From an optimization exercise on the open Yosys and OpenROAD flow, aimed at small area and a short achievable clock period; shortcuts taken in it are not production practice.
At most, simulation tests tie the RTL to the original design; equivalence was not proved.
Power and IR drop assume default switching activity.

## run 1
## cdma_img_fifo_128x11
module cdma_img_fifo_128x11
(
  input  logic             clk,
  input  logic             reset,
  input  logic             wr_req,
  output logic             wr_ready,
  input  logic [cdma_img_fifo_128x11_pkg::WIDTH-1:0] wr_data,
  output logic             rd_req,
  input  logic             rd_ready,
  output logic [cdma_img_fifo_128x11_pkg::WIDTH-1:0] rd_data,
  input  logic [31:0]      pwrbus_ram_pd
);
make LEC_CHECK=0 ABC_CLOCK_PERIOD_IN_PS=2200 CAP_MARGIN=20 CORE_MARGIN=2 CORE_UTILIZATION=55 CTS_CLUSTER_DIAMETER=60 CTS_CLUSTER_SIZE=34 SETUP_SLACK_MARGIN=2.0 SLEW_MARGIN=20 finish   # period 4.2 ns
run.sh (not shown) runs the stock make flow with config.mk's settings and CLKGATE_MAP_FILE= SYNTH_SCRIPT=/design/flow/synth_recipe.tcl, a recipe that flattens the netlist after the stock synthesis.
## Diff of input files: run 2 against run 1
- a change of CORE_UTILIZATION from 55 to 65
- a change of CTS_CLUSTER_DIAMETER from 60 to 80
- a change of CTS_CLUSTER_SIZE from 34 to 30
### Flow results
Run 2 — total power consumption of the routed design about 15% lower, run 1 as reference
Run 1 fits on a die that is larger than the die of run 2.
As of run 2, peak supply drop had risen by a little under 10% compared to run 1.
Core util | run 2 vs run 1 | run 2 higher
The higher final instance area came out of run 1.
Total of fill cells in the finished design | run 2 below run 1
Input-level comparison between run 3 and run 2:
- clearing CTS_CLUSTER_SIZE, which used to be 30
- clearing CTS_CLUSTER_DIAMETER, which used to be 80
- swapping 65 for 55 in CORE_UTILIZATION
Results
- Going from run 2 to run 3, die height shows an increase of about 9%, total routing resource utilization after global routing saw a decrease.
- On switching power as a share of total power, run 3 and run 2 are basically level.
- Going from run 2 to run 3, the combinational group share of total power was found to have gone down by 0.5 points.
- Against run 2, number of ordinary inverters in the final layout in run 3 rose by a little under 10%.
- Run 3 has relative area change from synthesis to final layout above what run 2 had.
- On first-pass detailed-route iteration total: run 3 sits above run 2.
- Of run 3 and run 2, run 3 shows the higher total of plain and repair buffers excluding clock buffers, with run 2 below it.
- In run 3 the share of the core filled with cells turned out 7.3 points lower than in run 2.
- Of the two values seen for cell with the largest stage delay on the worst path, a22oi_2 was produced by run 2 and dfxtp_4 by run 3.
- Placed wire-length estimate after detailed placement, run 3 vs run 2: up by a few percent
Function was not checked in any run of this note: the RTL went through the layout flow alone.


== pine ==
cdma_img_fifo_128x11, a different RTL version from the one above (not shown whole).
Size in the first run: roughly 3100 cells after synthesis, about 1500 flip-flops, roughly 60 I/O pins, ~55000 um^2 of cells after synthesis.
export LEC_CHECK = 0
export ABC_CLOCK_PERIOD_IN_PS = 2200
export CAP_MARGIN = 20
export CORE_MARGIN = 2
export CORE_UTILIZATION = 65
export CTS_CLUSTER_DIAMETER = 80
export CTS_CLUSTER_SIZE = 28
export SETUP_SLACK_MARGIN = 2.2
export SLEW_MARGIN = 20
create_clock -name core_clock -period 4.2 [get_ports {clk}]
## Diff of input files: maple against pine
- CTS_CLUSTER_DIAMETER changed from 80 to 60
- SETUP_SLACK_MARGIN changed from 2.2 to 2.0
- CTS_CLUSTER_SIZE changed from 28 to 24
## What came out
maple reports its end of the critical path as rd_data_b_r[6] while pine reports rd_data[7].
Looking at worst setup path startpoint, the rd_hi2_r[0] result is from maple; the rd_data_a_r[7] one comes from pine.
Compared with pine, in maple non-clock buffer area fraction after layout shrank by 2.4 points, setup skew after layout rose 5.8 ps, count of plain and timing-repair buffers in the layout has decreased, number of nets with antenna violations after detailed routing neither gained nor lost much.
maple vs pine: clock network power up by more than a quarter
Taking pine as the reference, in maple final cell count without fillers shows a reduction of 52, post-route minimum period dropped 32 ps.
Comparing maple and pine, the lower routed metal-1 wire length is on maple.
Measured against each other, maple and pine differ in final area, the higher figure coming from pine.
Run comparison: pine type of the setup path with the least slack flip-flop to output pin; maple type of the setup path with the least slack flip-flop to flip-flop
In maple, the detailed placement HPWL came out about 0.65% above the value in pine.
Against pine, met3 wire length in maple fell by more than 10%.


Setup of try-onyx:
cdma_img_fifo_128x11, a different RTL version from the one above (not shown whole).
Size: ~3100 cells after synthesis, ~1500 flip-flops, ~60 I/O pins, ~0.056 mm^2 of cells after synthesis.
clock: 4.2 ns
lec_check: 0
abc_clock_period_in_ps: 2200
cap_margin: 20
core_margin: 2
core_utilization: 65
cts_cluster_diameter: 80
cts_cluster_size: 30
setup_slack_margin: 2.0
slew_margin: 20
try-onyx reached the final stage; the timing, DRC and antenna checks on its layout passed.
Setup changes, try-onyx to try-indigo
==> flow/flow/run.sh (new file) <==
#!/bin/bash
# Standard ORFS layout (the standard.sh, unchanged synthesis), with the
# resizer allowed to change a cell's footprint when it sizes gates.
set -euo pipefail
bash standard.sh synth > flow_synth.log 2>&1
bash standard.sh MATCH_CELL_FOOTPRINT=0 finish > flow_layout.log 2>&1
==> flow/standard.sh (new file) <==
#!/bin/bash
# synth_recipe.tcl (not shown) runs the flow's synth.tcl, then flattens the netlist and writes it again
# the make line also repeats each setting of config.mk as NAME=value (left out here)
make -C /OpenROAD-flow-scripts/flow DESIGN_CONFIG=/design/flow/config.mk WORK_HOME=/design/flow/orfs CLKGATE_MAP_FILE= SYNTH_SCRIPT=/design/flow/synth_recipe.tcl "${@:-finish}"
removed: flow/run.sh
Notes after the runs:
Any difference in placed standard-cell area between try-indigo and try-onyx is small enough to ignore.
On multi-input combinational area share, try-indigo tracks try-onyx almost exactly.
In try-indigo, the global-route usage came out 0.29 points above the value in try-onyx.
Function was not checked in any run of this note: the RTL went through the layout flow alone.


run A:
Another version of the RTL of cdma_img_fifo_128x11 (not shown whole).
Size in the first run: ~3,000 cells after synthesis, roughly 1,500 flip-flops.
Settings: LEC_CHECK=0, ABC_CLOCK_PERIOD_IN_PS=2200, CAP_MARGIN=20, CORE_MARGIN=2, CORE_UTILIZATION=65, CTS_CLUSTER_DIAMETER=80, CTS_CLUSTER_SIZE=28, SETUP_SLACK_MARGIN=2.0, SLEW_MARGIN=20; clock period 4.2 ns.
standard.sh (not shown) runs the stock make flow with config.mk's settings and CLKGATE_MAP_FILE= SYNTH_SCRIPT=/design/flow/synth_recipe.tcl, a recipe that flattens the netlist after the stock synthesis.
==> flow/flow/run.sh <==
#!/bin/bash
# Standard ORFS layout (the standard.sh, unchanged synthesis), with the
# resizer allowed to change a cell's footprint when it sizes gates.
set -euo pipefail
bash standard.sh synth > flow_synth.log 2>&1
bash standard.sh MATCH_CELL_FOOTPRINT=0 finish > flow_layout.log 2>&1
## Diff of input files: run E against run A
==> flow/run.sh (new file) <==
#!/bin/bash
# synth_recipe.tcl (not shown) runs the flow's synth.tcl, then flattens the netlist and writes it again
# the make line also repeats each setting of config.mk as NAME=value (left out here)
make -C /OpenROAD-flow-scripts/flow DESIGN_CONFIG=/design/flow/config.mk WORK_HOME=/design/flow/orfs CLKGATE_MAP_FILE= SYNTH_SCRIPT=/design/flow/synth_recipe.tcl finish
removed: flow/flow/run.sh
removed: flow/standard.sh
### Flow results
| multi-input gate area in the final layout | run E vs run A | about 3.3% lower |. The higher layout cell share with drive strength beyond 1 came out of run A. Diff run E..run A | number of nets at the end of the flow | negligible. Across both runs, post-route cell area was lower for run E than for run A. Compared with run A, in run E portion of total power attributed to the clock network held steady, final cell utilization of the core shrank by 0.54 points.
No functional check of the RTL was part of any run of this note.


Setup of job 101:
Another version of the RTL of cdma_img_fifo_128x11 (not shown whole).
For scale: about 1500 flip-flops, about 60 I/O pins.
clock: 4.2 ns
lec_check: 0
abc_clock_period_in_ps: 2200
cap_margin: 20
core_margin: 2
core_utilization: 75
cts_cluster_diameter: 80
cts_cluster_size: 30
setup_slack_margin: 2.0
slew_margin: 20
run.sh (not shown) runs the stock make flow with config.mk's settings and CLKGATE_MAP_FILE= SYNTH_SCRIPT=/design/flow/synth_recipe.tcl, a recipe that flattens the netlist after the stock synthesis.
Stock flow here: none of the scripts above is used.
--- input diff job 101..job 102 ---
# job 101
export LEC_CHECK = 0
export ABC_CLOCK_PERIOD_IN_PS = 2200
export CAP_MARGIN = 20
export CORE_MARGIN = 2
export CORE_UTILIZATION = 75
export CTS_CLUSTER_DIAMETER = 80
export CTS_CLUSTER_SIZE = 30
export SETUP_SLACK_MARGIN = 2.0
export SLEW_MARGIN = 20
create_clock -name core_clock -period 4.2 [get_ports {clk}]
# job 102
export LEC_CHECK = 0
export ABC_CLOCK_PERIOD_IN_PS = 2200
export CAP_MARGIN = 20
export CORE_MARGIN = 2
export CORE_UTILIZATION = 65
export CTS_CLUSTER_DIAMETER = 80
export CTS_CLUSTER_SIZE = 30
export SETUP_SLACK_MARGIN = 2.0
export SLEW_MARGIN = 20
create_clock -name core_clock -period 4.2 [get_ports {clk}]
## What came out
The clock buffer count in the final layout of job 102 is lower than that of job 101.
From job 101 to job 102 the numbers moved as follows: number of antenna repair diodes higher, starting density of the core lower, total placed cells including tap cells higher, final standard cell count with taps included and fillers excluded higher, final cell area excluding filler cells higher.
Per the final summary, job 102 finished and its layout is clean on timing, DRC and antenna.
Wire length on met2 up 4.0% in job 102 wrt job 101


cdma_img_fifo_128x11 with an RTL version that a note above also has.
Size: roughly 1,500 flip-flops, about 60 I/O pins.
Settings: LEC_CHECK=0, ABC_CLOCK_PERIOD_IN_PS=2200, CAP_MARGIN=20, CORE_MARGIN=2, CORE_UTILIZATION=70, CTS_CLUSTER_DIAMETER=80, CTS_CLUSTER_SIZE=28, SETUP_SLACK_MARGIN=2.0, SLEW_MARGIN=20; clock period 4.2 ns.
The starting point finished clean.
Next try:
--- a/flow/config.mk
+++ b/flow/config.mk
@@ -10,3 +10,3 @@
 export CORE_MARGIN = 2
-export CORE_UTILIZATION = 70
+export CORE_UTILIZATION = 65
 export CTS_CLUSTER_DIAMETER = 80
=>
- The new run finished clean
- flip-flop and latch count stays the same
- sequential power hardly moves
- wire length climbs by 2.8%
- combinational power grows by 7.6%

==> separate check: timing with driven ports <==
No port has a modelled driver above. Below, the same layouts with a new extraction and two added sets of constraints.
Step 1 assumes that a clkbuf_16 drives the clock port and a buf_2 every other input.
Step 2 moves the port delays by t, midway between the first and last clock arrival at a register: inputs arrive t later, outputs are due t later. That takes back most of the time a late clock gives input paths.
Slacks: no drivers / after step 1 / after step 2; pairs: no drivers / after step 1.
| run | t, ns | setup slack, ns | worst hold slack (ns) | latest minus earliest clock arrival (ns) | slew at the worst register clock pin (ns) |
|---|---|---|---|---|---|
| run 1 | 0.798 | 1.756 / 1.756 / 1.312 | 0.491 / 0.491 / 0.491 | 0.036 / 0.035 | 0.10 / 0.10 |
| run 2 | 0.743 | 1.668 / 1.668 / 1.557 | 0.415 / 0.365 / 0.510 | 0.028 / 0.028 | 0.12 / 0.12 |
| run 3 | 0.844 | 1.728 / 1.728 / 1.252 | 0.486 / 0.486 / 0.486 | 0.030 / 0.030 | 0.07 / 0.07 |
| pine | 0.748 | 1.896 / 1.830 / 1.538 | 0.520 / 0.520 / 0.520 | 0.027 / 0.027 | 0.11 / 0.11 |
| maple | 0.740 | 1.928 / 1.863 / 1.653 | 0.521 / 0.496 / 0.521 | 0.035 / 0.035 | 0.10 / 0.10 |
| try-onyx | 0.747 | 1.580 / 1.580 / 1.388 | 0.519 / 0.519 / 0.519 | 0.034 / 0.034 | 0.12 / 0.12 |
| try-indigo | 0.744 | 1.564 / 1.564 / 1.480 | 0.513 / 0.513 / 0.513 | 0.026 / 0.026 | 0.12 / 0.12 |
| run A | 0.772 | 1.835 / 1.835 / 1.394 | 0.505 / 0.505 / 0.505 | 0.040 / 0.040 | 0.12 / 0.12 |
| run E | 0.747 | 1.814 / 1.814 / 1.409 | 0.510 / 0.510 / 0.510 | 0.031 / 0.032 | 0.11 / 0.11 |
| job 101 | 0.752 | 1.717 / 1.717 / 1.267 | 0.514 / 0.514 / 0.514 | 0.030 / 0.030 | 0.12 / 0.12 |
| job 102 | 0.746 | 1.843 / 1.843 / 1.490 | 0.516 / 0.516 / 0.516 | 0.024 / 0.023 | 0.12 / 0.12 |
| the first run of note 6 | 0.743 | 1.911 / 1.847 / 1.634 | 0.499 / 0.446 / 0.526 | 0.026 / 0.026 | 0.12 / 0.12 |
| the second run of note 6 | 0.756 | 1.908 / 1.832 / 1.355 | 0.518 / 0.518 / 0.518 | 0.029 / 0.030 | 0.11 / 0.11 |
After both steps setup and hold are still met in every run listed. For the second run of note 6, which loses most, drivers alone change the setup slack by -0.076 ns; drivers and shift together by -0.553 ns.
